Context: an optimization exercise on an open-source flow, tuned for a short achievable clock period and few clock cycles. The choices shown serve that exercise and are no tape-out recipe. In this exercise RTL edits were held to simulation tests only and were not proved equivalent to the original. Power is estimated from default activity; no workload was simulated.

$ cat run.sh
#!/bin/bash
# synth_recipe.tcl (not shown) runs the flow's synth.tcl, then flattens the netlist and writes it again
# the make line also repeats each setting of config.mk as NAME=value (left out here)
make -C /OpenROAD-flow-scripts/flow DESIGN_CONFIG=/design/flow/config.mk WORK_HOME=/design/flow/orfs CLKGATE_MAP_FILE= SYNTH_SCRIPT=/design/flow/synth_recipe.tcl finish
$ cat config.mk
export PLATFORM = sky130hd
export DESIGN_NAME = retro_top
export DESIGN_NICKNAME = retro_top
export VERILOG_FILES = /design/flow/design.v
export SDC_FILE = /design/flow/constraint.sdc
export NUM_CORES = 4
export LEC_CHECK = 0
export ABC_CLOCK_PERIOD_IN_PS = 4000
export CAP_MARGIN = 20
export CORE_MARGIN = 2
export CORE_UTILIZATION = 30
export PLACE_DENSITY = 0.5
export SETUP_SLACK_MARGIN = 4.0
export SLEW_MARGIN = 20
$ cat constraint.sdc
create_clock -name core_clock -period 8.0 [get_ports {clk}]
set_input_delay 1.6000 -clock core_clock [delete_from_list [all_inputs] [get_ports {clk}]]
set_output_delay 1.6000 -clock core_clock [all_outputs]
set_load 0.01 [all_outputs]
$ cat design.v
`timescale 1ns/10ps
module retro_top #(
  parameter int          addr_width = 16,
  parameter logic [31:0] start_addr = 32'h0000_0000
) (
  input  logic                  clk,
  input  logic                  rst_n,
  input  logic                  hold,        
  input  logic [7:0]            data_in,
  output logic [addr_width-1:0] address,
  output logic [7:0]            data_out,
  output logic                  wren
);
  localparam int CI = 6;                
  localparam int CN = 1 << CI;          
  localparam int TW = 16 - CI - 2 + 1;  
  localparam int PD = 32;               
  logic [31:0]   rf [1:31];             
  logic [31:0]   c_data [0:CN-1];
  logic [TW-1:0] c_tag  [0:CN-1];
  logic [CN-1:0] c_val;
  logic [15:0]   fa;                    
  logic [15:0]   fba;                   
  logic [1:0]    fb;                    
  logic [23:0]   fbuf;                  
  logic          dok;                   
  logic [31:0]   pc;                    
  logic          ir_v;                  
  logic [31:0]   ir;
  logic [31:0]   ir_pc;
  logic          ex_v;                  
  logic [31:0]   ex_a;                  
  logic [31:0]   ex_b;                  
  logic [31:0]   ex_opb;                
  logic          ex_cin;
  logic [31:0]   ex_pcv;                
  logic [31:0]   ex_tgt;                
  logic [4:0]    ex_rd;
  logic [2:0]    ex_f3;
  logic          ex_alt;
  logic          s_sum, s_slt, s_sltu, s_xor, s_or, s_and, s_sll, s_sr, s_pcv;
  logic          ex_jalr, ex_br, ex_ld, ex_st;
  logic          ex_we;                 
  logic          ex_lw;                 
  logic          d_act;                 
  logic [15:0]   d_addr;
  logic [1:0]    d_cnt;
  logic [31:0]   sdata;
  logic [23:0]   lacc;
  logic [CI-1:0] pidx;
  logic [TW-1:0] ptag;
  logic          c_hit;
  logic          pf_bus;                
  logic          byp;
  logic          f_ok;
  logic [31:0]   f_word;
  logic          restart;
  logic [15:0]   pf_dist;
  assign pidx  = pc[CI+1:2];
  assign ptag  = {pc[15:CI+2], pc[1]};
  assign c_hit = c_val[pidx] && (c_tag[pidx] == ptag);
  assign pf_dist = fa - pc[15:0];
  assign restart = !c_hit && (fa != pc[15:0]);
  assign pf_bus  = !d_act && dok;
  assign byp     = pf_bus && (fb == 2'd3) && (fa == pc[15:0]);
  assign f_ok    = c_hit || byp;
  assign f_word  = c_hit ? c_data[pidx] : {data_in, fbuf};
  logic [6:0]  op;
  logic [2:0]  f3;
  logic [4:0]  rd, rs1, rs2;
  logic        d_lui, d_auipc, d_jal, d_jalr, d_br, d_ld, d_st, d_alui, d_alur, d_alu;
  logic [31:0] imm;
  logic [31:0] rs1v, rs2v;
  logic [31:0] opb;
  logic        inv;
  logic        wr_any;
  logic        use1, use2;
  logic        dep;
  assign op  = ir[6:0];
  assign f3  = ir[14:12];
  assign rd  = ir[11:7];
  assign rs1 = ir[19:15];
  assign rs2 = ir[24:20];
  assign d_lui   = op == 7'b0110111;
  assign d_auipc = op == 7'b0010111;
  assign d_jal   = op == 7'b1101111;
  assign d_jalr  = op == 7'b1100111;
  assign d_br    = op == 7'b1100011;
  assign d_ld    = op == 7'b0000011;
  assign d_st    = op == 7'b0100011;
  assign d_alui  = op == 7'b0010011;
  assign d_alur  = op == 7'b0110011;
  assign d_alu   = d_alui || d_alur;
  always_comb begin
    if (d_lui || d_auipc)
      imm = {ir[31:12], 12'b0};
    else if (d_jal)
      imm = {{12{ir[31]}}, ir[19:12], ir[20], ir[30:21], 1'b0};
    else if (d_br)
      imm = {{20{ir[31]}}, ir[7], ir[30:25], ir[11:8], 1'b0};
    else if (d_st)
      imm = {{21{ir[31]}}, ir[30:25], ir[11:7]};
    else
      imm = {{21{ir[31]}}, ir[30:20]};
  end
  assign wr_any = d_lui || d_auipc || d_jal || d_jalr || d_alu;
  assign use1   = !(d_lui || d_auipc || d_jal);
  assign use2   = d_alur || d_br || d_st;
  assign rs1v = (rs1 == 5'd0) ? 32'd0 : rf[rs1];
  assign rs2v = (rs2 == 5'd0) ? 32'd0 : rf[rs2];
  assign inv = d_br || (d_alu && (f3 == 3'b010 || f3 == 3'b011)) ||
               (d_alur && f3 == 3'b000 && ir[30]);
  assign opb = ((d_alur || d_br) ? rs2v : imm) ^ {32{inv}};
  assign dep = ex_v && (ex_we || ex_lw) &&
               ((use1 && rs1 == ex_rd) || (use2 && rs2 == ex_rd));
  logic [32:0] sum;
  logic        lt, ltu, eq;
  logic [4:0]  shamt;
  logic [31:0] alu;
  logic        cond;
  logic [31:0] tgt;
  logic        taken;
  logic [1:0]  last;
  logic        d_fin;
  logic        ex_free;
  logic        ld_we;
  logic [31:0] ld_val;
  assign sum   = {1'b0, ex_a} + {1'b0, ex_opb} + {32'd0, ex_cin};
  assign ltu   = !sum[32];
  assign lt    = (ex_a[31] == ex_opb[31]) ? ex_a[31] : sum[31];
  assign eq    = ex_a == ex_b;
  assign shamt = ex_opb[4:0];
  always_comb begin
    alu = 32'd0;
    if (s_sum)  alu = alu | sum[31:0];
    if (s_slt)  alu = alu | {31'd0, lt};
    if (s_sltu) alu = alu | {31'd0, ltu};
    if (s_xor)  alu = alu | (ex_a ^ ex_opb);
    if (s_or)   alu = alu | (ex_a | ex_opb);
    if (s_and)  alu = alu | (ex_a & ex_opb);
    if (s_sll)  alu = alu | (ex_a << shamt);
    if (s_sr)   alu = alu | 32'($signed({ex_alt && ex_a[31], ex_a}) >>> shamt);
    if (s_pcv)  alu = alu | ex_pcv;
  end
  always_comb begin
    case (ex_f3)
      3'b000:  cond = eq;
      3'b001:  cond = !eq;
      3'b100:  cond = lt;
      3'b101:  cond = !lt;
      3'b110:  cond = ltu;
      3'b111:  cond = !ltu;
      default: cond = 1'b0;
    endcase
  end
  assign tgt   = ex_jalr ? {sum[31:1], 1'b0} : ex_tgt;
  assign taken = ex_v && (ex_jalr || (ex_br && cond));
  always_comb begin
    case (ex_f3[1:0])
      2'd0:    last = 2'd0;
      2'd1:    last = 2'd1;
      default: last = 2'd3;
    endcase
  end
  assign d_fin   = d_act && (d_cnt == last);
  assign ex_free = !ex_v || !(ex_ld || ex_st) || d_fin;
  assign ld_we   = ex_v && ex_lw && d_fin;
  always_comb begin
    case (ex_f3[1:0])
      2'd0:    ld_val = {{24{!ex_f3[2] && data_in[7]}}, data_in};
      2'd1:    ld_val = {{16{!ex_f3[2] && data_in[7]}}, data_in, lacc[7:0]};
      default: ld_val = {data_in, lacc};
    endcase
  end
  logic rd_adv;       
  logic jal_go;       
  logic ir_free;
  logic ex_load;      
  assign ex_load = ir_v && ex_free && !dep;
  assign rd_adv  = ex_load && !taken;
  assign jal_go  = rd_adv && d_jal;
  assign ir_free = !ir_v || ex_load;
  assign address  = d_act ? d_addr : fba;
  assign data_out = sdata[7:0];
  assign wren     = d_act && ex_st && !hold;
  always_ff @(posedge clk or negedge rst_n) begin
    if (!rst_n) begin
      for (int i = 1; i < 32; i++) rf[i] <= 32'd0;
    end else if (!hold) begin
      if (ld_we)
        rf[ex_rd] <= ld_val;
      else if (ex_v && ex_we)
        rf[ex_rd] <= alu;
    end
  end
  always_ff @(posedge clk or negedge rst_n) begin
    if (!rst_n) begin
      c_val <= '0;
      fa    <= start_addr[15:0];
      fba   <= start_addr[15:0];
      fb    <= 2'd0;
      dok   <= 1'b1;
      pc    <= start_addr;
      ir_v  <= 1'b0;
      ex_v  <= 1'b0;
      d_act <= 1'b0;
    end else if (!hold) begin
      if (pf_bus && fb == 2'd3)
        c_val[fa[CI+1:2]] <= 1'b1;
      if (restart) begin
        fa  <= pc[15:0];
        fba <= pc[15:0];
        fb  <= 2'd0;
        dok <= 1'b1;
      end else begin
        if (pf_bus) begin
          fba <= fba + 16'd1;
          fb  <= fb + 2'd1;
          if (fb == 2'd3) fa <= fa + 16'd4;
        end
        dok <= pf_dist[15:2] < 14'(PD - 2);
      end
      if (taken) begin
        pc   <= tgt;
        ir_v <= 1'b0;
      end else if (jal_go) begin
        pc   <= ir_pc + imm;
        ir_v <= 1'b0;
      end else if (ir_free) begin
        ir_v <= f_ok;
        if (f_ok) pc <= pc + 32'd4;
      end
      if (ex_free) ex_v <= rd_adv;
      if (ex_v && (ex_ld || ex_st)) begin
        if (!d_act)
          d_act <= 1'b1;
        else if (d_cnt == last)
          d_act <= 1'b0;
      end
    end
  end
  always_ff @(posedge clk) begin
    if (!hold) begin
      if (pf_bus) begin
        if (fb == 2'd3) begin
          c_data[fa[CI+1:2]] <= {data_in, fbuf};
          c_tag[fa[CI+1:2]]  <= {fa[15:CI+2], fa[1]};
        end else begin
          fbuf[8*fb +: 8] <= data_in;
        end
      end
      if (ir_free && f_ok) begin
        ir    <= f_word;
        ir_pc <= pc;
      end
      if (ex_load) begin
        ex_a    <= rs1v;
        ex_b    <= rs2v;
        ex_opb  <= opb;
        ex_cin  <= inv;
        ex_pcv  <= d_lui ? imm : ir_pc + (d_auipc ? imm : 32'd4);
        ex_tgt  <= ir_pc + imm;
        ex_rd   <= rd;
        ex_f3   <= f3;
        ex_alt  <= ir[30];
        s_sum   <= (d_alu && f3 == 3'b000);
        s_slt   <= (d_alu && f3 == 3'b010);
        s_sltu  <= (d_alu && f3 == 3'b011);
        s_xor   <= (d_alu && f3 == 3'b100);
        s_or    <= (d_alu && f3 == 3'b110);
        s_and   <= (d_alu && f3 == 3'b111);
        s_sll   <= (d_alu && f3 == 3'b001);
        s_sr    <= (d_alu && f3 == 3'b101);
        s_pcv   <= d_lui || d_auipc || d_jal || d_jalr;
        ex_jalr <= d_jalr;
        ex_br   <= d_br;
        ex_ld   <= d_ld;
        ex_st   <= d_st;
        ex_we   <= wr_any && rd != 5'd0;
        ex_lw   <= d_ld && rd != 5'd0;
      end
      if (ex_v && (ex_ld || ex_st)) begin
        if (!d_act) begin
          d_addr <= sum[15:0];
          d_cnt  <= 2'd0;
          sdata  <= ex_b;
        end else begin
          d_addr <= d_addr + 16'd1;
          d_cnt  <= d_cnt + 2'd1;
          sdata  <= {8'd0, sdata[31:8]};
          case (d_cnt)
            2'd0:    lacc[7:0]   <= data_in;
            2'd1:    lacc[15:8]  <= data_in;
            default: lacc[23:16] <= data_in;
          endcase
        end
      end
    end
  end
endmodule
==> results of run 1 <==
[timing repair]
item	4_1_cts	5_1_grt
pin swaps	109	158
endpoints found under the setup margin	2670	976
hold endpoints to repair	0	0
setup buffers	261	133
gates resized for setup	524	500
cloned	47	27
[layer usage]
metal  up-vias  track usage  wire length [um]
met3      2178       0.0603             79400
li1      48300            -                 -
met1     66000        0.320            298000
met2      8281        0.361            335000
met4        24        0.119             47300
met5         -     0.000470               194
[cells in the final DEF, fill, tap and decap left out, drive strengths merged, types with 125 or more instances in the layout]
master,count
o21ai,374
nand4,166
buf,928
mux2,716
a221oi,298
nand2,1146
ha,156
a22oi,373
dfrtp,1125
a21oi,373
clkinv,161
clkbuf,560
mux4,834
nand3,212
mux2i,151
inv,183
a22o,261
edfxtp,2971
xnor2,125
nor2,438
[metrics by stage]
step | instances | hold slack (ns) | util | setup WS (ns) | area [um2]
2_1_floorplan | 11900 | 0.420 | - | 2.96 | 181000
3_3_place_gp | 19600 | 0.453 | 0.322 | 1.59 | 194000
3_5_place_dp | 19600 | 0.457 | 0.322 | 1.77 | 194000
4_1_cts | 20700 | 0.472 | 0.355 | 3.64 | 214000
5_1_grt | 20800 | 0.479 | 0.361 | 3.53 | 217000
6_report | 20900 | 0.470 | 0.362 | 3.65 | 218000
[worst max-delay path by stage]
stage | slack (ns) | end | cells after the start
after global placement | 1.59 | ir[2] | 10
after global routing | 3.53 | ex_pcv[31] | 18
after detailed placement | 1.77 | ir[4] | 11
after floorplan | 2.96 | ex_a[0] | 3
after CTS | 3.64 | ex_pcv[31] | 19
final | 3.65 | ex_pcv[31] | 18
[logic make-up (layout without fill, tap and decap cells)]
family | Yosys count | after routing | synth area share
AOI/OAI and AO/OA | 2293 | 2296 | 0.0906
DFF | 4097 | 4097 | 0.649
buffers and inverters | 1053 | 1925 | 0.0233
muxes | 1701 | 1701 | 0.157
xor gates and xnor gates | 206 | 206 | 0.00997
and+or+nand+nor | 2394 | 2400 | 0.0594
adders and majority gates | 160 | 160 | 0.0112
other | 2 | 53 | 0.0000415
[cell type report]
class / count / area share
diodes: 41 / 0.000472
clock buffers: 537 / 0.0518
clock inverters: 218 / 0.0106
inverters: 180 / 0.00336
multi-input cells: 6775 / 0.296
flip-flops and latches: 4097 / 0.540
well taps: 8036 / 0.0462
repair buffers: 990 / 0.0519
[critical path: cells and delay by family, from the launching register on]
family	cells	cell delay (ns)
AOI/OAI and AO/OA	9	1.90
and+or+nand+nor	7	1.31
xor gates and xnor gates	1	0.19
adders and majority gates	1	0.33
DFF	1	0.41
[power by group through the flow]
| stage | clock (mW) | combinational, mW | sequential (mW) |
|---|---|---|---|
| 3_5_place_dp | 0 | 12.4 | 25.8 |
| 6_report | 19.9 | 14.5 | 25.3 |
| 2_1_floorplan | 0 | 8.59 | 25.4 |
| 5_1_grt | 21.0 | 15.2 | 25.3 |
| 4_1_cts | 20.1 | 14.0 | 25.2 |
| 3_3_place_gp | 0 | 12.4 | 25.8 |
[flip-flops by register name, summed over array words and instances (netlist names), 64 cells and up]
name    cells
c_tag     576
c_data   2048
rf        992
c_val      64
==> summary.txt, run 1 <==
Finish
  – Layout Nets: around 13000
  – Fill cells: between 50000 and 60000
  – Multi-input logic area: 64300 um2
  – Fraction of layout cells with a size suffix above 1: 0.299
  – Sequential standard cell area: 117000 um2
  – Syn-to-layout area delta: 20.2%

CTS
  – Clk Latency, worst-skew pair: around 1.1 ns
  – Clk sinks: about 4100
  – CTS H-tree depth: 5
  – Cts bufs inserted: 410
  – Max Root-Sink Buffers: 4
  – Worst-path clk slew: around 0.07 ns
  – CTS tree: done
  – Hold-fix buffers, CTS: 0
  – Clock root cell: clkbuf_16

Synthesis
  – Mapped cell area: 181000 um2
  – Unique masters post-synth: 91
  – Syn_area_per_cell: 15.2 um2
  – Synth area leader: edfxtp_1
  – Number of synthesized flops with an enable pin: 2971
  – Main synth FF type: edfxtp_1
  – Post-synthesis cell count: 11900
  – Async set-reset flop share out of synthesis: 0.275
  – Synthesis warning total: 2
  – Sequential area share after synthesis: 0.649
  – Commonest cells post-synth: edfxtp_1, nand2_1, dfrtp_1
  – #FFs+latches synth: between 4000 and 5000
  – Most frequent cell after synthesis: edfxtp_1
  – Synth top area share: 0.493
  – Synth area leaders: edfxtp_1, dfrtp_1, mux4_2

Global routing
  – Initial antenna violation count: 52
  – Vias in the first global route: approximately 120k
  – First-pass GRT wire length: between 1000000 and 1500000 um
  – Total gr overflow: 0
  – Largest net degree at the start of global routing: about 160
  – GRT Total Usage: 0.239

Pwr
  – Power Total: ~60 mW
  – Leak Pwr: approximately 77 nW
  – Clock Power Share: 0.334
  – Sw Ratio: 0.298
  – Pwr per Cell Area: roughly 270 nW/um2
  – Sequential power share: 0.424
  – Sw power: between 15 and 20 mW
  – Logic pwr share: 0.242
  – Design internal power: about 42 mW
  – Peak supply drop: around 0.27 mV

Critical path
  – Critical path class: reg -> reg
  – Worst Path Max Fanout: 8
  – Worst reg2reg path endpoint: ex_pcv[31]
  – Critical path launch point: ir[4]
  – Worst EP arrival: about 5 ns
  – Worst stage delay on the critical path: around 0.63 ns
  – FF-to-FF Start: ir[4]
  – CP cell instances: nand2_2, or4_4, nand2_8, nor2_4, a21oi_4, nor2_2, ha_1, and4_4, a21oi_2, o221a_2, o21ai_4, a2111oi_4, o41a_1, nand2_1, a31oi_1, xnor2_1, a21oi_1, a311oi_1
  – Crit path required time: slightly below 9 ns
  – Reg2reg path depth: 18
  – Crit. End Element: register
  – Worst setup SP type: register
  – CP max stage cell: or4_4
  – R2r setup slk: roughly 3.7 ns

Detailed routing
  – Drt pass-1 iters: 10
  – Vias per cell: 5.98
  – DR WL/cell: between 30 and 40 um
  – Drt total wl: between 700000 and 800000 um
  – Via count: ~120k
  – Drt drc: 0
  – Antenna-violating nets left: 0
  – 1st-iter DRT viols: between 15000 and 20000

Floorplan
  – I/O Pins: 36
  – Core ar.: 602000 um2
  – Die X: a little under 800 um
  – Rows: around 290
  – Chip height: roughly 780 um
  – Initial Utilization: 0.301
  – Area of the die: between 600000 and 700000 um2

Hold path
  – Hold Crit Depth: 1
  – Hold_sp: c_val[36]
  – Worst hold endpoint: c_val[36]
  – Worst hold path class: reg -> reg

STA
  – Setup violators final: 0
  – Layout Skew: slightly above 0.1 ns
  – Final hold vios: 0
  – Worst slew pin tran: about 1.3 ns
  – Final Max Tran Viols: 0
  – Post-route clock period utilization: 0.543
  – Final min period: around 4.3 ns
  – FMAX: 0.230 GHz
  – Slew HR: 0.117
  – Setup_tns: 0 ns
  – Unrepaired setup endpoints after global routing: true

Outcome
  – Status: complete, no violations

Job
  – MaxCap Viol Count: 0

Placed design
  – DP HPWL: roughly 430000 um
  – Count of input and output buffers: 35
  – Gpl congestion: roughly 0.91
Testbench counts, summed over its fixed seeds: cycles 43,190.
==> run 2: changes to the inputs <==
--- a/design.v
+++ b/design.v
@@ -16,3 +16,3 @@
   localparam int TW = 16 - CI - 2 + 1;  
-  localparam int PD = 32;               
+  localparam int PD = 56;               
   logic [31:0]   rf [1:31];             
@@ -44,2 +44,5 @@
   logic          ex_lw;                 
+  logic          wb_v;                  
+  logic [4:0]    wb_rd;
+  logic [31:0]   wb_val;
   logic          d_act;                 
@@ -56,3 +59,6 @@
   logic [31:0]   f_word;
-  logic          restart;
+  logic          adv;                   
+  logic          jblock;                
+  logic          rb;                    
+  logic          rb_rs;                 
   logic [15:0]   pf_dist;
@@ -62,3 +68,4 @@
   assign pf_dist = fa - pc[15:0];
-  assign restart = !c_hit && (fa != pc[15:0]);
+  assign adv     = (fa != pc[15:0]) || (pf_bus && fb == 2'd3);
+  assign jblock  = ir_v && (d_jal || d_jalr);
   assign pf_bus  = !d_act && dok;
@@ -66,3 +73,11 @@
   assign f_ok    = c_hit || byp;
-  assign f_word  = c_hit ? c_data[pidx] : {data_in, fbuf};
+  logic [31:0] pw;
+  logic        pw_jal, pw_jalr0;
+  logic [15:0] pw_tgt;
+  assign pw       = {data_in, fbuf};
+  assign pw_jal   = fbuf[6:0] == 7'b1101111;
+  assign pw_jalr0 = fbuf[6:0] == 7'b1100111 && fbuf[19:15] == 5'd0;
+  assign pw_tgt   = pw_jal ? fa + {pw[15:12], pw[20], pw[30:21], 1'b0}
+                           : {{4{pw[31]}}, pw[31:21], 1'b0};
+  assign f_word  = byp ? {data_in, fbuf} : c_data[pidx];
   logic [6:0]  op;
@@ -105,2 +120,8 @@
   end
+  logic [31:0] imm_u, imm_b, imm_j;
+  assign imm_u = {ir[31:12], 12'b0};
+  assign imm_b = {{20{ir[31]}}, ir[7], ir[30:25], ir[11:8], 1'b0};
+  assign imm_j = {{12{ir[31]}}, ir[19:12], ir[20], ir[30:21], 1'b0};
+  logic [15:0] ea;
+  assign ea = rf1[15:0] + (d_st ? {ir[31:25], ir[11:7]} : ir[31:20]) + (ir[31] ? 16'hF000 : 16'h0000);
   assign wr_any = d_lui || d_auipc || d_jal || d_jalr || d_alu;
@@ -108,9 +129,13 @@
   assign use2   = d_alur || d_br || d_st;
-  assign rs1v = (rs1 == 5'd0) ? 32'd0 : rf[rs1];
-  assign rs2v = (rs2 == 5'd0) ? 32'd0 : rf[rs2];
+  logic [31:0] rf1, rf2;
+  assign rf1  = (rs1 == 5'd0) ? 32'd0 : rf[rs1];
+  assign rf2  = (rs2 == 5'd0) ? 32'd0 : rf[rs2];
+  assign rs1v = (wb_v && wb_rd == rs1) ? wb_val : rf1;
+  assign rs2v = (wb_v && wb_rd == rs2) ? wb_val : rf2;
   assign inv = d_br || (d_alu && (f3 == 3'b010 || f3 == 3'b011)) ||
                (d_alur && f3 == 3'b000 && ir[30]);
-  assign opb = ((d_alur || d_br) ? rs2v : imm) ^ {32{inv}};
-  assign dep = ex_v && (ex_we || ex_lw) &&
-               ((use1 && rs1 == ex_rd) || (use2 && rs2 == ex_rd));
+  assign opb = (d_alur || d_br) ? rs2v : imm;
+  assign dep = (ex_v && (ex_we || ex_lw) &&
+                ((use1 && rs1 == ex_rd) || (use2 && rs2 == ex_rd))) ||
+               (wb_v && (d_ld || d_st) && rs1 == wb_rd);
   logic [32:0] sum;
@@ -127,6 +152,11 @@
   logic [31:0] ld_val;
-  assign sum   = {1'b0, ex_a} + {1'b0, ex_opb} + {32'd0, ex_cin};
+  logic [31:0] opbx;
+  logic        blt, bltu;
+  assign opbx  = ex_opb ^ {32{ex_cin}};
+  assign sum   = {1'b0, ex_a} + {1'b0, opbx} + {32'd0, ex_cin};
   assign ltu   = !sum[32];
-  assign lt    = (ex_a[31] == ex_opb[31]) ? ex_a[31] : sum[31];
+  assign lt    = (ex_a[31] == opbx[31]) ? ex_a[31] : sum[31];
   assign eq    = ex_a == ex_b;
+  assign bltu  = ex_a < ex_b;
+  assign blt   = $signed(ex_a) < $signed(ex_b);
   assign shamt = ex_opb[4:0];
@@ -148,6 +178,6 @@
       3'b001:  cond = !eq;
-      3'b100:  cond = lt;
-      3'b101:  cond = !lt;
-      3'b110:  cond = ltu;
-      3'b111:  cond = !ltu;
+      3'b100:  cond = blt;
+      3'b101:  cond = !blt;
+      3'b110:  cond = bltu;
+      3'b111:  cond = !bltu;
       default: cond = 1'b0;
@@ -189,6 +219,4 @@
     end else if (!hold) begin
-      if (ld_we)
-        rf[ex_rd] <= ld_val;
-      else if (ex_v && ex_we)
-        rf[ex_rd] <= alu;
+      if (wb_v)
+        rf[wb_rd] <= wb_val;
     end
@@ -203,3 +231,6 @@
       pc    <= start_addr;
+      wb_v  <= 1'b0;
       ir_v  <= 1'b0;
+      rb    <= 1'b0;
+      rb_rs <= 1'b0;
       ex_v  <= 1'b0;
@@ -209,5 +240,5 @@
         c_val[fa[CI+1:2]] <= 1'b1;
-      if (restart) begin
-        fa  <= pc[15:0];
-        fba <= pc[15:0];
+      if (rb_rs) begin
+        fa  <= ir_pc[15:0];
+        fba <= ir_pc[15:0];
         fb  <= 2'd0;
@@ -218,3 +249,10 @@
           fb  <= fb + 2'd1;
-          if (fb == 2'd3) fa <= fa + 16'd4;
+          if (fb == 2'd3) begin
+            if (pw_jal || pw_jalr0) begin
+              fa  <= pw_tgt;
+              fba <= pw_tgt;
+            end else begin
+              fa  <= fa + 16'd4;
+            end
+          end
         end
@@ -222,2 +260,4 @@
       end
+      rb    <= 1'b0;
+      rb_rs <= 1'b0;
       if (taken) begin
@@ -226,15 +266,17 @@
       end else if (jal_go) begin
-        pc   <= ir_pc + imm;
+        pc   <= ir_pc + imm_j;
+        ir_v <= 1'b0;
+      end else if (rb) begin
+        pc   <= ir_pc;
         ir_v <= 1'b0;
       end else if (ir_free) begin
-        ir_v <= f_ok;
-        if (f_ok) pc <= pc + 32'd4;
+        ir_v  <= adv && f_ok;
+        rb    <= adv && !f_ok;
+        rb_rs <= adv && !f_ok && !jblock;
+        if (adv) pc <= pc + 32'd4;
       end
       if (ex_free) ex_v <= rd_adv;
-      if (ex_v && (ex_ld || ex_st)) begin
-        if (!d_act)
-          d_act <= 1'b1;
-        else if (d_cnt == last)
-          d_act <= 1'b0;
-      end
+      wb_v <= (ex_v && ex_we) || ld_we;
+      if (ex_free)
+        d_act <= rd_adv && (d_ld || d_st);
     end
@@ -251,3 +293,3 @@
       end
-      if (ir_free && f_ok) begin
+      if (ir_free) begin
         ir    <= f_word;
@@ -255,2 +297,4 @@
       end
+      wb_rd  <= ex_rd;
+      wb_val <= ex_ld ? ld_val : alu;
       if (ex_load) begin
@@ -260,4 +304,4 @@
         ex_cin  <= inv;
-        ex_pcv  <= d_lui ? imm : ir_pc + (d_auipc ? imm : 32'd4);
-        ex_tgt  <= ir_pc + imm;
+        ex_pcv  <= d_auipc ? ir_pc + imm_u : d_lui ? imm_u : ir_pc + 32'd4;
+        ex_tgt  <= ir_pc + imm_b;
         ex_rd   <= rd;
@@ -281,8 +325,8 @@
       end
-      if (ex_v && (ex_ld || ex_st)) begin
-        if (!d_act) begin
-          d_addr <= sum[15:0];
-          d_cnt  <= 2'd0;
-          sdata  <= ex_b;
-        end else begin
+      if (ex_load) begin
+        d_addr <= ea;
+        d_cnt  <= 2'd0;
+        sdata  <= rs2v;
+      end else if (d_act) begin
+        begin
           d_addr <= d_addr + 16'd1;
==> run 2 against run 1 <==
Flip-flop and latch count increased by 40. Design area increased by 0.74%. Combinational power increased by about 50%. Highest routed layer unchanged. Largest power group unchanged. Count of clock-buffer cells in the layout increased by 33. Non-clock buffer count decreased by 122. Synthesized area increased by 2.8%. Critical endpoint is now d_addr[15]. Setup slack got worse by 0.15 ns. Fmax decreased by 3.3%. Final cell count increased by 1.4%. Global-route usage decreased by 0.91 points. Hold slack got worse by 0.0016 ns. Clock skew increased by 0.029 ns.
==> summary.txt, run 2 <==
Outcome
  – Status: complete, no violations

Global routing
  – Initial antenna violation count: 45 (-13%)
  – Vias in the first global route: 119000 (+0.73%)
  – Met3 Use GR: 0.0540 (-0.00633)
  – Total gr overflow: 0 (unchanged)
  – GRT Total Usage: 0.230 (-0.00910)
  – M1 GR Usage: 0.321 (+0.00143)
  – Most Crowded Layer GR: met2
  – First-pass GRT wire length: 1010000 um (-0.83%)
  – Largest net degree at the start of global routing: 168 (+7.7%)
  – Met2 Usage GRT: 0.344 (-0.0168)

Floorplan
  – Rows: 289 (+1.4%)
  – Die X: 792 um (+1.4%)
  – Chip height: 792 um (+1.4%)
  – Initial Utilization: 0.301 (about the same)
  – Core ar.: 619000 um2 (+2.8%)
  – Area of the die: 627000 um2 (+2.8%)
  – I/O Pins: 36 (unchanged)

Synthesis
  – Syn_area_per_cell: 15.5 um2 (+1.8%)
  – Sequential area share after synthesis: 0.637 (-0.0116)
  – Synth Area in Compound Gates: 0.0847 (-0.00591)
  – Synth top area share: 0.485 (-0.00767)
  – Commonest cells post-synth: edfxtp_1, dfrtp_1, mux2_2
  – #FFs+latches synth: 4137 (+0.98%)
  – Async set-reset flop share out of synthesis: 0.273 (-0.00193)
  – Post-synthesis cell count: 12000 (+1.0%)
  – Unique masters post-synth: 89 (-2.2%)
  – Largest family of logic cells by synthesized area: multiplexers
  – XOR/XNOR Fraction of Synth Area: 0.0133 (+0.00335)
  – Mapped cell area: 186000 um2 (+2.8%)
  – Synth Area in Adders: 0.0168 (+0.00562)
  – Synth area leaders: edfxtp_1, dfrtp_1, mux4_2
  – Main synth FF type: edfxtp_1
  – Synthesis warning total: 2 (unchanged)
  – Post-synthesis mux area share: 0.175 (+0.0183)
  – Synth Area in Simple Gates: 0.0485 (-0.0109)
  – Most frequent cell after synthesis: edfxtp_1
  – Number of synthesized flops with an enable pin: 3008 (+1.2%)
  – Synth area leader: edfxtp_1

Finish
  – Multi-input logic area: 65900 um2 (+2.4%)
  – Syn-to-layout area delta: 17.7%
  – Most common cell after layout, fill and taps aside: edfxtp_1
  – Layout Nets: 12700 (+0.87%)
  – Largest register FFs: 2048 (unchanged)
  – Final instance area: 219000 um2 (+0.74%)
  – Sequential standard cell area: 119000 um2 (+1.0%)
  – Fin util: 0.354 (-0.00741)
  – Most frequent cells in the layout: edfxtp_1, dfrtp_1, mux2_2, mux4_2, a22oi_1
  – Fill cells: 58800 (+3.4%)
  – Fraction of layout cells with a size suffix above 1: 0.302 (+0.00267)

Critical path
  – Worst Path Max Fanout: 14 (+6)
  – Critical path class: reg -> reg
  – CP max stage cell: nor3_1
  – Worst stage delay on the critical path: 0.85 ns (+0.22 ns)
  – Worst EP arrival: 5.28 ns (+0.14 ns)
  – Crit path required time: 8.79 ns (about the same)
  – Worst setup SP type: register
  – CP cell instances: buf_12, buf_12, or3b_4, nor2_4, buf_12, buf_16, buf_4, a222oi_1, nand3_1, nor3_1, a21oi_1, ha_1, a21oi_2, xnor2_1, mux2i_1
  – Crit. End Element: register
  – Crit path top cell by count: buf_12

Pwr
  – Pwr per Cell Area: 308 nW/um2 (+12%)
  – Logic pwr share: 0.322 (+0.080)
  – Sw power: 23.4 mW (+32%)
  – Sequential power share: 0.375 (-0.049)
  – Peak supply drop: 0.258 mV (-4.9%)
  – Sw Ratio: 0.347 (+0.0495)
  – Power Total: 67.4 mW (+13%)
  – Clock Power Share: 0.303 (-0.031)
  – Design internal power: 44.0 mW (+5.0%)
  – Leak Pwr: 79.4 nW (+2.6%)

STA
  – Final hold vios: 0 (unchanged)
  – FMAX: 0.223 GHz (-3.3%)
  – Unrepaired setup endpoints after global routing: true
  – Post-route clock period utilization: 0.562 (+0.0183)
  – Final Max Tran Viols: 0 (unchanged)
  – Setup_tns: 0 ns (unchanged)
  – Worst slew pin tran: 1.27 ns (-0.0460 ns)
  – Fin Hold WS: 0.468 ns (-0.00157 ns)
  – Setup violators final: 0 (unchanged)
  – Slew HR: 0.151 (+0.0338)
  – Final min period: 4.49 ns (+0.146 ns)
  – Layout Skew: 0.130 ns (+0.0293 ns)

CTS
  – Cts bufs inserted: 429 (+4.6%)
  – Clock root cell: clkbuf_16
  – Worst-path clk slew: 0.06 ns (about the same)
  – CTS tree: done
  – Clk sinks: 4137 (+0.98%)
  – Hold-fix buffers, CTS: 0 (unchanged)
  – Clk Latency, worst-skew pair: 1.10 ns (+0.02 ns)
  – Max Root-Sink Buffers: 4 (unchanged)
  – CTS H-tree depth: 5 (unchanged)

Placed design
  – Gpl congestion: 0.939 (+3.0%)
  – DP HPWL: 451000 um (+5.4%)
  – Placed Area: 199000 um2 (+2.4%)
  – Count of input and output buffers: 35 (unchanged)

Hold path
  – Worst hold path class: reg -> reg

Detailed routing
  – Drt pass-1 iters: 10 (unchanged)
  – 1st-iter DRT viols: 19800 (+3.4%)
  – Antenna-violating nets left: 0 (unchanged)
  – DR WL/cell: 35.3 um (-2.9%)
  – Drt total wl: 747000 um (-1.6%)
  – Via count: 124000 (-0.38%)
  – Drt drc: 0 (unchanged)
  – Vias per cell: 5.88 (-1.7%)

Job
  – MaxCap Viol Count: 0 (unchanged)
## run 2: cell types whose count changed after synthesis, sizes merged, moves of 85 or more
cell,before,now
ha,156,241
a22o,261,84
nand2,1145,634
a221oi,298,143
a22oi,373,697
mux2,716,1036
## run 2: worst max-delay path, delay by kind of cell (launching register included)
family	cells	cell delay [ns]
compound gates	3	1.00
fa+ha+maj	1	0.46
xor+xnor	1	0.12
mux	1	0.08
flops	1	0.40
buf+inv	5	0.79
simple gates	4	1.26
## run 2: routing by layer
layer,vias up,wire length (um),part of all wire
met2,7565,324000,0.43
met3,1971,74900,0.10
li1,48800,-,-
met1,66000,309000,0.41
met4,33,39000,0.052
met5,-,321,0.00043
## run 2: worst paths after layout
kind                       startpoint          to  slack [ns]  cells after the start
setup / recovery               ir[18]  d_addr[15]        3.51                     15
min in group asynchronous       rst_n      pc[20]        0.49                      1
hold reg to reg             c_val[52]   c_val[52]        0.47                      1
max in group asynchronous       rst_n  rf[27][21]        5.42                      3
setup reg to reg               ir[18]  d_addr[15]        3.51                     15
hold / removal              c_val[52]   c_val[52]        0.47                      1
## run 2: power groups by stage
stage | clock (mW) | sequential, mW | combinational [mW]
floorplan | 0 | 25.8 | 11.0
global placement | 0 | 25.9 | 19.3
detailed placement | 0 | 25.9 | 19.4
CTS | 20.8 | 25.3 | 20.9
global route | 21.5 | 25.3 | 22.5
finish | 20.4 | 25.3 | 21.7
## run 2: cells by family (layout without fill, tap and decap cells)
kind of cell,count (synthesis),count (layout)
and+or+nand+nor,1937,1946
buffers and inverters,1115,1917
AOI/OAI and AO/OA,2292,2293
DFF,4137,4137
other,0,20
xor gates and xnor gates,283,283
adders and majority gates,247,247
muxes,2020,2020
## run 2: layout make-up
class,instances,area share
antenna,20,0.000228
clock buffer,570,0.0536
clock inverter,227,0.0108
inverter,252,0.00444
multi-input combinational,6789,0.301
sequential,4137,0.541
tap,8293,0.0474
timing repair buffer,868,0.0417
## run 2: timing repair
item	4_1_cts	5_1_grt
gates cloned	23	11
pin swaps	102	52
gates resized for setup	457	171
buffers inserted	262	75
setup endpoints to repair	3229	891
## run 2: through the flow
stage / worst slack, ns / std cells
global route: 3.60 / 21100
floorplan: 2.97 / 12000
CTS: 3.64 / 21000
finish: 3.51 / 21200
detailed placement: 1.98 / 20000
global placement: 1.98 / 20000
Testbench counts of run 2, summed over its fixed seeds: cycles 40,118.
==> run 3: changes to the inputs <==
--- a/design.v
+++ b/design.v
@@ -30,2 +30,3 @@
   logic [31:0]   ir_pc;
+  logic [31:0]   ir_oh1, ir_oh2;        
   logic          ex_v;                  
@@ -47,3 +48,14 @@
   logic [31:0]   wb_val;
+  logic [31:0]   dc_data [0:63];        
+  logic [7:0]    dc_tag  [0:63];
+  logic [3:0]    dc_val  [0:63];
+  logic          ex_lk;                 
+  logic          dl_hit;                
+  logic [5:0]    dl_i0, dl_i1;          
+  logic [7:0]    dl_t0, dl_t1;
+  logic [1:0]    dl_sh;
+  logic [31:0]   dl_val;
   logic          d_act;                 
+  logic          a_fet;                 
+  logic          wr_q;                  
   logic [15:0]   d_addr;
@@ -124,4 +136,7 @@
   assign imm_j = {{12{ir[31]}}, ir[19:12], ir[20], ir[30:21], 1'b0};
-  logic [15:0] ea;
-  assign ea = rf1[15:0] + (d_st ? {ir[31:25], ir[11:7]} : ir[31:20]) + (ir[31] ? 16'hF000 : 16'h0000);
+  logic [15:0] ea, ea4, imm_ls, imm_ls4;
+  assign imm_ls  = {{4{ir[31]}}, ir[31:25], d_st ? ir[11:7] : ir[24:20]};
+  assign imm_ls4 = imm_ls + 16'd4;
+  assign ea      = rf1[15:0] + imm_ls;
+  assign ea4     = rf1[15:0] + imm_ls4;    
   assign wr_any = d_lui || d_auipc || d_jal || d_jalr || d_alu;
@@ -130,4 +145,10 @@
   logic [31:0] rf1, rf2;
-  assign rf1  = (rs1 == 5'd0) ? 32'd0 : rf[rs1];
-  assign rf2  = (rs2 == 5'd0) ? 32'd0 : rf[rs2];
+  always_comb begin
+    rf1 = 32'd0;
+    rf2 = 32'd0;
+    for (int i = 1; i < 32; i++) begin
+      rf1 = rf1 | ({32{ir_oh1[i]}} & rf[i]);
+      rf2 = rf2 | ({32{ir_oh2[i]}} & rf[i]);
+    end
+  end
   assign rs1v = (wb_v && wb_rd == rs1) ? wb_val : rf1;
@@ -195,4 +216,29 @@
   assign d_fin   = d_act && (d_cnt == last);
-  assign ex_free = !ex_v || !(ex_ld || ex_st) || d_fin;
-  assign ld_we   = ex_v && ex_lw && d_fin;
+  assign ex_free = !ex_v || !(ex_ld || ex_st) || d_fin || dl_hit;
+  assign ld_we   = ex_v && ex_lw && (d_fin || dl_hit);
+  logic [5:0]  l0, l1;
+  logic [7:0]  t0, t1;
+  logic [3:0]  v0, v1;
+  logic [63:0] dwin;
+  logic [7:0]  dneed;
+  logic        dc_hit;
+  logic [31:0] dword;
+  logic [31:0] dc_ld;
+  assign l0     = dl_i0;
+  assign l1     = dl_i1;
+  assign t0     = dl_t0;
+  assign t1     = dl_t1;
+  assign v0     = (dc_tag[l0] == t0) ? dc_val[l0] : 4'd0;
+  assign v1     = (dc_tag[l1] == t1) ? dc_val[l1] : 4'd0;
+  assign dwin   = {dc_data[l1], dc_data[l0]};
+  assign dneed  = {4'd0, (last == 2'd0) ? 4'b0001 : (last == 2'd1) ? 4'b0011 : 4'b1111} << dl_sh;
+  assign dc_hit = (({v1, v0} & dneed) == dneed);
+  assign dword  = 32'(dwin >> {dl_sh, 3'b000});
+  always_comb begin
+    case (ex_f3[1:0])
+      2'd0:    dc_ld = {{24{!ex_f3[2] && dword[7]}}, dword[7:0]};
+      2'd1:    dc_ld = {{16{!ex_f3[2] && dword[15]}}, dword[15:0]};
+      default: dc_ld = dword;
+    endcase
+  end
   always_comb begin
@@ -212,5 +258,5 @@
   assign ir_free = !ir_v || ex_load;
-  assign address  = d_act ? d_addr : fba;
+  assign address  = a_fet ? fba : d_addr;
   assign data_out = sdata[7:0];
-  assign wren     = d_act && ex_st && !hold;
+  assign wren     = wr_q && !hold;
   always_ff @(posedge clk or negedge rst_n) begin
@@ -218,5 +264,4 @@
       for (int i = 1; i < 32; i++) rf[i] <= 32'd0;
-    end else if (!hold) begin
-      if (wb_v)
-        rf[wb_rd] <= wb_val;
+    end else if (wb_v) begin
+      rf[wb_rd] <= wb_val;
     end
@@ -226,2 +271,17 @@
       c_val <= '0;
+      for (int i = 0; i < 64; i++) dc_val[i] <= 4'd0;
+    end else begin
+      if (pf_bus && fb == 2'd3)
+        c_val[fa[CI+1:2]] <= 1'b1;
+      if (d_act) begin
+        if (dc_tag[d_addr[7:2]] == d_addr[15:8]) begin
+          dc_val[d_addr[7:2]][d_addr[1:0]] <= 1'b1;
+        end else begin
+          dc_val[d_addr[7:2]] <= 4'b0001 << d_addr[1:0];
+        end
+      end
+    end
+  end
+  always_ff @(posedge clk or negedge rst_n) begin
+    if (!rst_n) begin
       fa    <= start_addr[15:0];
@@ -237,5 +297,7 @@
       d_act <= 1'b0;
+      a_fet <= 1'b1;
+      wr_q  <= 1'b0;
+      ex_lk <= 1'b0;
+      dl_hit <= 1'b0;
     end else if (!hold) begin
-      if (pf_bus && fb == 2'd3)
-        c_val[fa[CI+1:2]] <= 1'b1;
       if (rb_rs) begin
@@ -279,4 +341,14 @@
       wb_v <= (ex_v && ex_we) || ld_we;
-      if (ex_free)
-        d_act <= rd_adv && (d_ld || d_st);
+      dl_hit <= 1'b0;
+      if (ex_free) begin
+        d_act <= rd_adv && (d_st || (d_ld && f3[1:0] == 2'd0));
+        a_fet <= !(rd_adv && (d_st || (d_ld && f3[1:0] == 2'd0)));
+        wr_q  <= rd_adv && d_st;
+        ex_lk <= rd_adv && d_ld && f3[1:0] != 2'd0;
+      end else if (ex_v && ex_ld && ex_lk) begin
+        d_act  <= !dc_hit;
+        a_fet  <= dc_hit;
+        dl_hit <= dc_hit;
+        ex_lk  <= 1'b0;
+      end
     end
@@ -284,17 +356,24 @@
   always_ff @(posedge clk) begin
-    if (!hold) begin
-      if (pf_bus) begin
-        if (fb == 2'd3) begin
-          c_data[fa[CI+1:2]] <= {data_in, fbuf};
-          c_tag[fa[CI+1:2]]  <= {fa[15:CI+2], fa[1]};
-        end else begin
-          fbuf[8*fb +: 8] <= data_in;
-        end
+    if (pf_bus) begin
+      if (fb == 2'd3) begin
+        c_data[fa[CI+1:2]] <= {data_in, fbuf};
+        c_tag[fa[CI+1:2]]  <= {fa[15:CI+2], fa[1]};
+      end else begin
+        fbuf[8*fb +: 8] <= data_in;
       end
+    end
+    if (d_act) begin
+      dc_tag[d_addr[7:2]] <= d_addr[15:8];
+      dc_data[d_addr[7:2]][8*d_addr[1:0] +: 8] <= ex_st ? sdata[7:0] : data_in;
+    end
+    if (!hold) begin
       if (ir_free) begin
-        ir    <= f_word;
-        ir_pc <= pc;
+        ir     <= f_word;
+        ir_pc  <= pc;
+        ir_oh1 <= 32'd1 << f_word[19:15];
+        ir_oh2 <= 32'd1 << f_word[24:20];
       end
       wb_rd  <= ex_rd;
-      wb_val <= ex_ld ? ld_val : alu;
+      wb_val <= ex_ld ? (dl_hit ? dl_val : ld_val) : alu;
+      dl_val <= dc_ld;
       if (ex_load) begin
@@ -327,2 +406,7 @@
         d_addr <= ea;
+        dl_i0  <= ea[7:2];
+        dl_t0  <= ea[15:8];
+        dl_i1  <= ea4[7:2];
+        dl_t1  <= ea4[15:8];
+        dl_sh  <= ea[1:0];
         d_cnt  <= 2'd0;
==> run 3 against run 2 <==
Synthesized cell count rose by 59%. Fmax decreased by 1.4%. Via count grew 69%. Critical path type unchanged. Largest cell class unchanged. Global-route usage up 1.3 points. Critical endpoint is now d_addr[14]. Non-clock buffer count grew 500.
==> summary.txt, run 3 <==
STA
  – Setup_tns: 0 ns (unchanged)
  – Worst Setup Slack, final: 3.44 ns (-0.0650 ns)
  – Final hold vios: 0 (unchanged)
  – Final Max Tran Viols: 0 (unchanged)
  – Post-route clock period utilization: 0.570 (+0.00813)
  – Layout Skew: 0.136 ns (+0.00581 ns)
  – Unrepaired setup endpoints after global routing: true
  – Fin Hold WS: 0.348 ns (-0.120 ns)
  – FMAX: 0.219 GHz (-1.4%)
  – Final min period: 4.56 ns (+0.0650 ns)
  – Slew HR: 0.130 (-0.0204)
  – Worst slew pin tran: 1.29 ns (+0.0207 ns)
  – Setup violators final: 0 (unchanged)

Hold path
  – Worst hold path class: in -> async

Global routing
  – GRT Total Usage: 0.243 (+0.0132)
  – Largest net degree at the start of global routing: 159 (-5.4%)
  – Initial antenna violation count: 128 (+180%)
  – First-pass GRT wire length: 1830000 um (+81%)
  – Vias in the first global route: 204000 (+71%)
  – Total gr overflow: 0 (unchanged)

Pwr
  – Pwr per Cell Area: 261 nW/um2 (-15%)
  – Peak supply drop: 0.228 mV (-12%)
  – Leak Pwr: 134 nW (+69%)
  – Power Total: 99.9 mW (+48%)

Finish
  – Fin util: 0.354 (about the same)
  – Syn-to-layout area delta: 17.7% (about the same)
  – Final instance area: 383000 um2 (+75%)
  – Most frequent cells in the layout: edfxtp_1, mux4_2, dfrtp_1, mux2_2, buf_4
  – Fraction of layout cells with a size suffix above 1: 0.335 (+0.0334)
  – Most common cell after layout, fill and taps aside: edfxtp_1
  – Fin cells: 34900 (+65%)
  – Layout Nets: 20100 (+58%)

Detailed routing
  – Drt total wl: 1380000 um (+84%)
  – Via count: 210000 (+69%)
  – 1st-iter DRT viols: 33400 (+68%)
  – Vias per cell: 6.01 (+2.3%)
  – DR WL/cell: 39.4 um (+11%)
  – Drt drc: 0 (unchanged)
  – Antenna-violating nets left: 0 (unchanged)
  – Drt pass-1 iters: 10 (unchanged)

Synthesis
  – #FFs+latches synth: 7099 (+72%)
  – Unique masters post-synth: 86 (-3.4%)
  – Synth area leader: edfxtp_1
  – Sequential area share after synthesis: 0.634 (-0.00359)
  – Synthesis warning total: 3 (+1)
  – Synth top area share: 0.526 (+0.0402)
  – Async set-reset flop share out of synthesis: 0.196 (-0.0772)
  – Syn_area_per_cell: 17.0 um2 (+10%)
  – Number of synthesized flops with an enable pin: 5692 (+89%)
  – Mapped cell area: 325000 um2 (+75%)
  – Most frequent cell after synthesis: edfxtp_1
  – Main synth FF type: edfxtp_1
  – Commonest cells post-synth: edfxtp_1, mux4_2, dfrtp_1
  – Post-synthesis cell count: 19100 (+59%)
  – Synth area leaders: edfxtp_1, mux4_2, dfrtp_1

Placed design
  – Placed Cells incl. Taps: 33000 (+65%)
  – Count of input and output buffers: 35 (unchanged)
  – Placed Area: 347000 um2 (+75%)
  – Gpl congestion: 1.03 (+9.4%)
  – Setup WS pre-CTS: 2.29 ns (+0.317 ns)
  – DP HPWL: 837000 um (+86%)

CTS
  – Cts bufs inserted: 779 (+82%)
  – CTS H-tree depth: 6 (+1)
  – CTS tree: done
  – Max Root-Sink Buffers: 5 (+1)
  – Clock root cell: clkbuf_16
  – Worst-path clk slew: 0.06 ns (about the same)
  – Clk Latency, worst-skew pair: 1.23 ns (+0.13 ns)
  – Clk sinks: 7099 (+72%)
  – Hold-fix buffers, CTS: 0 (unchanged)

Floorplan
  – Area of the die: 1090000 um2 (+74%)
  – Initial Utilization: 0.301 (about the same)
  – Core ar.: 1080000 um2 (+75%)
  – Die X: 1050 um (+32%)
  – Rows: 382 (+32%)
  – I/O Pins: 36 (unchanged)
  – Chip height: 1050 um (+32%)

Critical path
  – CP cell instances: buf_12, buf_12, a22oi_1, nand3_1, or4_4, ha_4, fa_2, a21oi_4, a311oi_2, a221o_1, or4_4, a31o_4, a31oi_4, xnor2_2, mux2_2
  – Worst reg2reg path endpoint: d_addr[14]
  – CP max stage cell: or4_4
  – R2r setup slk: 3.44 ns (-0.07 ns)
  – Reg2reg path depth: 15 (unchanged)
  – Worst Path Max Fanout: 13 (-1)
  – FF-to-FF Start: ir_oh1[28]
  – Critical path launch point: ir_oh1[28]
  – Worst stage delay on the critical path: 0.64 ns (-0.21 ns)
  – Critical path class: reg -> reg
  – Worst setup SP type: register
  – Crit. End Element: register
  – Worst EP arrival: 5.49 ns (+0.21 ns)
  – Crit path required time: 8.94 ns (+0.15 ns)
  – WP buf/inv: 2 (-3)
  – CP top delay family: compound AO/OA/AOI/OAI gates

Job
  – MaxCap Viol Count: 0 (unchanged)

Outcome
  – Status: complete, no violations
run 3: cells by family (layout without fill, tap and decap cells):
| logic type | Yosys count | count (layout) | share of synthesized area |
|---|---|---|---|
| AO/OA/AOI/OAI | 2914 | 2916 | 0.0642 |
| XOR/XNOR | 314 | 314 | 0.00846 |
| adder cells (fa/ha/maj) | 264 | 264 | 0.0103 |
| buffers and inverters | 1663 | 3055 | 0.0209 |
| flip-flops | 7099 | 7099 | 0.634 |
| multiplexers | 3829 | 3829 | 0.218 |
| other | 0 | 39 | 0 |
| AND/OR/NAND/NOR | 3006 | 3019 | 0.0447 |
run 3: layer usage:
| metal | GRT usage | vias to the layer above | part of all wire | wire [um] |
|---|---|---|---|---|
| li1 | - | 80000 | - | - |
| met1 | 0.325 | 113000 | 0.39 | 539000 |
| met2 | 0.367 | 13400 | 0.44 | 606000 |
| met3 | 0.0646 | 3235 | 0.11 | 146000 |
| met4 | 0.119 | 66 | 0.061 | 83900 |
| met5 | 0.000174 | - | 0.00047 | 649 |
run 3: area by class of cell:
| type | instances | area [um2] |
|---|---|---|
| clock buffer | 978 | 20800 |
| tap | 14400 | 18000 |
| multi-input combinational | 10300 | 116000 |
| inverter | 259 | 1050 |
| fill | 102000 | 698000 |
| sequential | 7099 | 206000 |
| clock inverter | 450 | 5240 |
| antenna | 39 | 97.6 |
| timing repair buffer | 1368 | 15500 |
run 3: repair_timing:
| item | 4_1_cts | 5_1_grt |
|---|---|---|
| setup endpoints to repair | 3007 | 625 |
| resized for setup | 663 | 300 |
| gates cloned | 66 | 28 |
| buffers inserted | 276 | 138 |
| pin swaps | 89 | 86 |
run 3: where the power goes:
group	switching, mW	total (mW)	internal, mW
Sequential	0.760	42.6	41.8
Combinational	13.1	20.0	6.98
Clock	15.9	37.3	21.3
run 3: worst max-delay path by stage:
stage | endpoint | slack [ns] | cells past startpoint
3_3_place_gp | dl_val[16] | 2.28 | 11
6_report | d_addr[14] | 3.44 | 15
4_1_cts | d_addr[14] | 3.47 | 16
2_1_floorplan | dc_data[0][23] | 3.93 | 3
5_1_grt | d_addr[14] | 3.41 | 15
3_5_place_dp | dl_val[16] | 2.29 | 11
Testbench counts of run 3, summed over its fixed seeds: cycles 39,059.
==> run 4: changes to the inputs <==
--- a/design.v
+++ b/design.v
@@ -27,2 +27,6 @@
   logic [31:0]   pc;                    
+  logic [CN-1:0] poh;                   
+  logic [CN-1:0] ir_poh;                
+  logic [CN-1:0] ex_toh;                
+  logic [CN-1:0] jt_oh;                 
   logic          ir_v;                  
@@ -31,2 +35,5 @@
   logic [31:0]   ir_oh1, ir_oh2;        
+  logic [15:0]   ir_ils;                
+  logic          rd_m1;                 
+  logic [15:0]   base_r;                
   logic          ex_v;                  
@@ -36,2 +43,3 @@
   logic          ex_cin;
+  logic [4:0]    ex_sh;                 
   logic [31:0]   ex_pcv;                
@@ -43,2 +51,4 @@
   logic          ex_jalr, ex_br, ex_ld, ex_st;
+  logic          ex_jr1;                
+  logic [31:1]   jt;                    
   logic          ex_we;                 
@@ -53,4 +63,4 @@
   logic          dl_hit;                
-  logic [5:0]    dl_i0, dl_i1;          
-  logic [7:0]    dl_t0, dl_t1;
+  logic [63:0]   dl_oh;                 
+  logic [7:0]    dl_t0;
   logic [1:0]    dl_sh;
@@ -64,3 +74,2 @@
   logic [23:0]   lacc;
-  logic [CI-1:0] pidx;
   logic [TW-1:0] ptag;
@@ -76,5 +85,17 @@
   logic [15:0]   pf_dist;
-  assign pidx  = pc[CI+1:2];
   assign ptag  = {pc[15:CI+2], pc[1]};
-  assign c_hit = c_val[pidx] && (c_tag[pidx] == ptag);
+  logic [31:0]   c_sel;
+  logic [TW-1:0] t_sel;
+  logic          v_sel;
+  always_comb begin
+    c_sel = 32'd0;
+    t_sel = '0;
+    v_sel = 1'b0;
+    for (int j = 0; j < CN; j++) begin
+      c_sel = c_sel | ({32{poh[j]}} & c_data[j]);
+      t_sel = t_sel | ({TW{poh[j]}} & c_tag[j]);
+      v_sel = v_sel | (poh[j] & c_val[j]);
+    end
+  end
+  assign c_hit = v_sel && (t_sel == ptag);
   assign pf_dist = fa - pc[15:0];
@@ -93,3 +114,3 @@
                            : {{4{pw[31]}}, pw[31:21], 1'b0};
-  assign f_word  = byp ? {data_in, fbuf} : c_data[pidx];
+  assign f_word  = byp ? {data_in, fbuf} : c_sel;
   logic [6:0]  op;
@@ -136,7 +157,11 @@
   assign imm_j = {{12{ir[31]}}, ir[19:12], ir[20], ir[30:21], 1'b0};
-  logic [15:0] ea, ea4, imm_ls, imm_ls4;
-  assign imm_ls  = {{4{ir[31]}}, ir[31:25], d_st ? ir[11:7] : ir[24:20]};
-  assign imm_ls4 = imm_ls + 16'd4;
-  assign ea      = rf1[15:0] + imm_ls;
-  assign ea4     = rf1[15:0] + imm_ls4;    
+  logic [15:0] ea;
+  logic        d_mem;
+  logic        base_go;
+  assign d_mem   = d_ld || d_st;
+  assign ea      = base_r + ir_ils;
+  assign base_go = ir_v && d_mem && !rd_m1 && !dep;
+  logic [31:0] jal_t, br_t;
+  assign jal_t = ir_pc + imm_j;
+  assign br_t  = ir_pc + imm_b;
   assign wr_any = d_lui || d_auipc || d_jal || d_jalr || d_alu;
@@ -157,6 +182,5 @@
                (d_alur && f3 == 3'b000 && ir[30]);
-  assign opb = (d_alur || d_br) ? rs2v : imm;
-  assign dep = (ex_v && (ex_we || ex_lw) &&
-                ((use1 && rs1 == ex_rd) || (use2 && rs2 == ex_rd))) ||
-               (wb_v && (d_ld || d_st) && rs1 == wb_rd);
+  assign opb = ((d_alur || d_br) ? rs2v : imm) ^ {32{inv}};
+  assign dep = ex_v && (ex_we || ex_lw) &&
+               ((use1 && !(d_mem && rd_m1) && rs1 == ex_rd) || (use2 && rs2 == ex_rd));
   logic [32:0] sum;
@@ -175,3 +199,3 @@
   logic        blt, bltu;
-  assign opbx  = ex_opb ^ {32{ex_cin}};
+  assign opbx  = ex_opb;
   assign sum   = {1'b0, ex_a} + {1'b0, opbx} + {32'd0, ex_cin};
@@ -182,3 +206,3 @@
   assign blt   = $signed(ex_a) < $signed(ex_b);
-  assign shamt = ex_opb[4:0];
+  assign shamt = ex_sh;
   always_comb begin
@@ -206,4 +230,4 @@
   end
-  assign tgt   = ex_jalr ? {sum[31:1], 1'b0} : ex_tgt;
-  assign taken = ex_v && (ex_jalr || (ex_br && cond));
+  assign tgt   = ex_jalr ? {jt, 1'b0} : ex_tgt;
+  assign taken = ex_v && ((ex_jalr && !ex_jr1) || (ex_br && cond));
   always_comb begin
@@ -216,6 +240,5 @@
   assign d_fin   = d_act && (d_cnt == last);
-  assign ex_free = !ex_v || !(ex_ld || ex_st) || d_fin || dl_hit;
+  assign ex_free = !ex_v || (!(ex_ld || ex_st) && !ex_jr1) || d_fin || dl_hit;
   assign ld_we   = ex_v && ex_lw && (d_fin || dl_hit);
-  logic [5:0]  l0, l1;
-  logic [7:0]  t0, t1;
+  logic [7:0]  t0;
   logic [3:0]  v0, v1;
@@ -226,9 +249,24 @@
   logic [31:0] dc_ld;
-  assign l0     = dl_i0;
-  assign l1     = dl_i1;
+  logic [7:0]  dtag0, dtag1;
+  logic [3:0]  dval0, dval1;
+  logic [31:0] ddat0, ddat1;
+  always_comb begin
+    dtag0 = 8'd0;  dtag1 = 8'd0;
+    dval0 = 4'd0;  dval1 = 4'd0;
+    ddat0 = 32'd0; ddat1 = 32'd0;
+    for (int i = 0; i < 64; i++) begin
+      dtag0 = dtag0 | ({8{dl_oh[i]}} & dc_tag[i]);
+      dval0 = dval0 | ({4{dl_oh[i]}} & dc_val[i]);
+      ddat0 = ddat0 | ({32{dl_oh[i]}} & dc_data[i]);
+      if (i < 63) begin
+        dtag1 = dtag1 | ({8{dl_oh[i]}} & dc_tag[i + 1]);
+        dval1 = dval1 | ({4{dl_oh[i]}} & dc_val[i + 1]);
+        ddat1 = ddat1 | ({32{dl_oh[i]}} & dc_data[i + 1]);
+      end
+    end
+  end
   assign t0     = dl_t0;
-  assign t1     = dl_t1;
-  assign v0     = (dc_tag[l0] == t0) ? dc_val[l0] : 4'd0;
-  assign v1     = (dc_tag[l1] == t1) ? dc_val[l1] : 4'd0;
-  assign dwin   = {dc_data[l1], dc_data[l0]};
+  assign v0     = (dtag0 == t0) ? dval0 : 4'd0;
+  assign v1     = (dtag1 == t0) ? dval1 : 4'd0;
+  assign dwin   = {ddat1, ddat0};
   assign dneed  = {4'd0, (last == 2'd0) ? 4'b0001 : (last == 2'd1) ? 4'b0011 : 4'b1111} << dl_sh;
@@ -254,3 +292,3 @@
   logic ex_load;      
-  assign ex_load = ir_v && ex_free && !dep;
+  assign ex_load = ir_v && ex_free && !dep && !(d_mem && !rd_m1);
   assign rd_adv  = ex_load && !taken;
@@ -275,7 +313,8 @@
         c_val[fa[CI+1:2]] <= 1'b1;
-      if (d_act) begin
-        if (dc_tag[d_addr[7:2]] == d_addr[15:8]) begin
-          dc_val[d_addr[7:2]][d_addr[1:0]] <= 1'b1;
-        end else begin
-          dc_val[d_addr[7:2]] <= 4'b0001 << d_addr[1:0];
+      for (int i = 0; i < 64; i++) begin
+        if (d_act && d_addr[7:2] == 6'(i)) begin
+          if (dc_tag[i] == d_addr[15:8])
+            dc_val[i] <= dc_val[i] | (4'b0001 << d_addr[1:0]);
+          else
+            dc_val[i] <= 4'b0001 << d_addr[1:0];
         end
@@ -291,2 +330,3 @@
       pc    <= start_addr;
+      poh   <= CN'(1) << start_addr[CI+1:2];
       wb_v  <= 1'b0;
@@ -296,2 +336,4 @@
       ex_v  <= 1'b0;
+      rd_m1 <= 1'b0;
+      ex_jr1 <= 1'b0;
       d_act <= 1'b0;
@@ -326,5 +368,7 @@
         pc   <= tgt;
+        poh  <= ex_jalr ? jt_oh : ex_toh;
         ir_v <= 1'b0;
       end else if (jal_go) begin
-        pc   <= ir_pc + imm_j;
+        pc   <= jal_t;
+        poh  <= CN'(1) << jal_t[CI+1:2];
         ir_v <= 1'b0;
@@ -332,2 +376,3 @@
         pc   <= ir_pc;
+        poh  <= ir_poh;
         ir_v <= 1'b0;
@@ -337,6 +382,14 @@
         rb_rs <= adv && !f_ok && !jblock;
-        if (adv) pc <= pc + 32'd4;
+        if (adv) begin
+          pc  <= pc + 32'd4;
+          poh <= {poh[CN-2:0], poh[CN-1]};
+        end
       end
+      if (ir_free || taken)
+        rd_m1 <= 1'b0;
+      else if (base_go)
+        rd_m1 <= 1'b1;
       if (ex_free) ex_v <= rd_adv;
-      wb_v <= (ex_v && ex_we) || ld_we;
+      ex_jr1 <= ex_free && rd_adv && d_jalr;
+      wb_v <= (ex_v && ex_we && ex_free) || ld_we;
       dl_hit <= 1'b0;
@@ -372,4 +425,7 @@
         ir_pc  <= pc;
+        ir_poh <= poh;
         ir_oh1 <= 32'd1 << f_word[19:15];
         ir_oh2 <= 32'd1 << f_word[24:20];
+        ir_ils <= {{4{f_word[31]}}, f_word[31:25],
+                   (f_word[6:0] == 7'b0100011) ? f_word[11:7] : f_word[24:20]};
       end
@@ -378,2 +434,5 @@
       dl_val <= dc_ld;
+      jt     <= sum[31:1];
+      if (base_go) base_r <= rs1v[15:0];
+      jt_oh  <= CN'(1) << sum[CI+1:2];
       if (ex_load) begin
@@ -382,5 +441,7 @@
         ex_opb  <= opb;
+        ex_sh   <= d_alur ? rs2v[4:0] : ir[24:20];
         ex_cin  <= inv;
         ex_pcv  <= d_auipc ? ir_pc + imm_u : d_lui ? imm_u : ir_pc + 32'd4;
-        ex_tgt  <= ir_pc + imm_b;
+        ex_tgt  <= br_t;
+        ex_toh  <= CN'(1) << br_t[CI+1:2];
         ex_rd   <= rd;
@@ -406,6 +467,4 @@
         d_addr <= ea;
-        dl_i0  <= ea[7:2];
+        dl_oh  <= 64'd1 << ea[7:2];
         dl_t0  <= ea[15:8];
-        dl_i1  <= ea4[7:2];
-        dl_t1  <= ea4[15:8];
         dl_sh  <= ea[1:0];
==> run 4 against run 3 <==
Clock skew is 0.0021 ns higher. First-iteration DRC count is 64% higher. Design area is 1.3% lower. Flip-flop and latch count is 341 higher. Synthesized cell count is 15% higher. Clock power is 3% higher. Synthesized area is 1.9% lower. Largest power group unchanged. Via count is 24% higher. Setup slack better by 0.13 ns. Sequential share of layout area is 3.4 points higher. Non-clock buffer count is 365 higher. Combinational power is 37% lower.
==> summary.txt, run 4 <==
CTS
  – Clock root cell: clkbuf_16
  – Cts bufs inserted: 811 (+4.1%)
  – Clk Latency, worst-skew pair: 1.19 ns (-0.04 ns)
  – Max Root-Sink Buffers: 5 (unchanged)
  – CTS H-tree depth: 6 (unchanged)
  – Clk sinks: 7440 (+4.8%)

STA
  – Final min period: 4.43 ns (-0.130 ns)
  – Fin Hold WS: 0.461 ns (+0.113 ns)
  – Worst Setup Slack, final: 3.57 ns (+0.130 ns)
  – Layout Skew: 0.138 ns (+0.00206 ns)
  – FMAX: 0.226 GHz (+2.9%)
  – Setup_tns: 0 ns (unchanged)
  – Final Max Tran Viols: 0 (unchanged)
  – Worst slew pin tran: 1.46 ns (+0.161 ns)
  – Slew HR: 0.0293 (-0.101)

Floorplan
  – I/O Pins: 36 (unchanged)
  – Die X: 1040 um (-0.95%)
  – Core ar.: 1060000 um2 (-2.0%)
  – Chip height: 1040 um (-0.95%)
  – Rows: 378 (-1.0%)

Critical path
  – WP buf/inv: 1 (-1)
  – Critical path class: reg -> reg
  – Worst Path Max Fanout: 44 (+31)
  – Crit path required time: 8.97 ns (+0.03 ns)
  – CP max stage cell: nor4_4
  – Worst setup SP type: register
  – Worst stage delay on the critical path: 0.80 ns (+0.16 ns)
  – Crit. End Element: register
  – CP cell instances: buf_12, a221oi_2, nand4_1, nor4_4, xnor2_2, nor4_4, a21boi_1, o41ai_2, and4_4, a211oi_1
  – CP top delay family: simple AND/OR/NAND/NOR gates

Finish
  – Fraction of layout cells with a size suffix above 1: 0.202 (-0.133)
  – Fin util: 0.357 (+0.00252)
  – Layout Nets: 22900 (+14%)
  – Most common cell after layout, fill and taps aside: edfxtp_1
  – Most frequent cells in the layout: edfxtp_1, a22o_1, a221oi_1, dfrtp_1, buf_4
  – Syn-to-layout area delta: 18.5%

Placed design
  – Setup WS pre-CTS: 2.51 ns (+0.220 ns)
  – DP HPWL: 1120000 um (+34%)
  – Gpl congestion: 0.999 (-2.8%)
  – Placed Cells incl. Taps: 35400 (+7.4%)
  – Placed Area: 343000 um2 (-1.2%)
  – Count of input and output buffers: 35 (unchanged)

Pwr
  – Power Total: 95.9 mW (-4.0%)
  – Logic pwr share: 0.132 (-0.069)
  – Design internal power: 68.3 mW (-2.7%)
  – Sequential power share: 0.466 (+0.040)
  – Leak Pwr: 134 nW (-0.25%)
  – Pwr per Cell Area: 254 nW/um2 (-2.8%)
  – Sw Ratio: 0.288 (-0.0101)

Detailed routing
  – Via count: 260000 (+24%)
  – DR WL/cell: 50.8 um (+29%)
  – Vias per cell: 6.92 (+15%)
  – Antenna-violating nets left: 0 (unchanged)
  – Drt pass-1 iters: 13 (+3)

Synthesis
  – Most frequent cell after synthesis: edfxtp_1
  – Async set-reset flop share out of synthesis: 0.196 (about the same)
  – Commonest cells post-synth: edfxtp_1, a221oi_1, a22o_1
  – Syn_area_per_cell: 14.6 um2 (-14%)
  – Synth area leader: edfxtp_1
  – Number of synthesized flops with an enable pin: 5985 (+5.1%)
  – Synth top area share: 0.563 (+0.0377)
  – Unique masters post-synth: 91 (+5.8%)
  – Synthesis warning total: 3 (unchanged)

Global routing
  – Vias in the first global route: 234000 (+15%)
  – First-pass GRT wire length: 2390000 um (+30%)
  – Initial antenna violation count: 218 (+70%)
  – Largest net degree at the start of global routing: 160 (+0.63%)
  – GRT Total Usage: 0.332 (+0.0896)

Hold path
  – Worst hold path class: reg -> reg

Outcome
  – Status: complete, no violations
==> run 4: power by group through the flow <==
stage	clock (mW)	sequential [mW]	combinational, mW
3_5_place_dp	0	46.0	10.5
6_report	38.5	44.7	12.6
3_3_place_gp	0	46.0	10.4
5_1_grt	39.9	44.7	12.6
2_1_floorplan	0	44.9	4.95
4_1_cts	38.4	44.8	11.5
==> run 4: logic make-up after synthesis <==
family                     after synthesis  share of synthesized area
DFF                                   7440                      0.677
AOI/OAI and AO/OA                     6523                      0.163
and+or+nand+nor                       3542                     0.0560
buffers and inverters                 1958                     0.0240
muxes                                 1382                     0.0482
xor gates and xnor gates               811                     0.0223
adders and majority gates              219                    0.00875
==> run 4: path summary, 6_finish.rpt <==
path,slack (ns),depth (start not counted),end,startpoint
max in group asynchronous,5.54,3,rf[11][23],rst_n
hold reg to reg,0.46,1,c_val[40],c_val[40]
setup / recovery,3.57,10,d_act,dl_oh[14]
hold / removal,0.46,1,c_val[40],c_val[40]
min in group asynchronous,0.52,1,wr_q,rst_n
setup reg to reg,3.57,10,d_act,dl_oh[14]
==> run 4: cell type report <==
cell class,instances,area (um2)
tap,14100,17600
timing repair inverter,1,7.51
timing repair buffer,1733,17600
clock inverter,432,4170
antenna,219,548
multi-input combinational,12500,98800
clock buffer,1053,22100
sequential,7440,216000
inverter,217,837
fill,101000,682000
==> run 4: metal layers <==
layer | share of wire | up-vias | global-route usage
li1 | - | 91200 | -
met1 | 0.36 | 135000 | 0.425
met2 | 0.40 | 27000 | 0.464
met3 | 0.15 | 7323 | 0.128
met4 | 0.089 | 139 | 0.224
met5 | 0.0012 | - | 0.00340
==> run 4: repair_timing <==
item,CTS,global route
buffers inserted,240,218
setup endpoints to repair,2994,749
resized for setup,406,357
pin swaps,59,70
gates cloned,13,51
Testbench counts of run 4, summed over its fixed seeds: cycles 40,238.

Check on run 4: ideal ports give 3.573 ns setup slack; a clkbuf_16 on the clock port and buf_2 on the inputs give 3.573 ns; moving port delays by the midpoint clock arrival (1.266 ns) as well gives 3.229 ns.
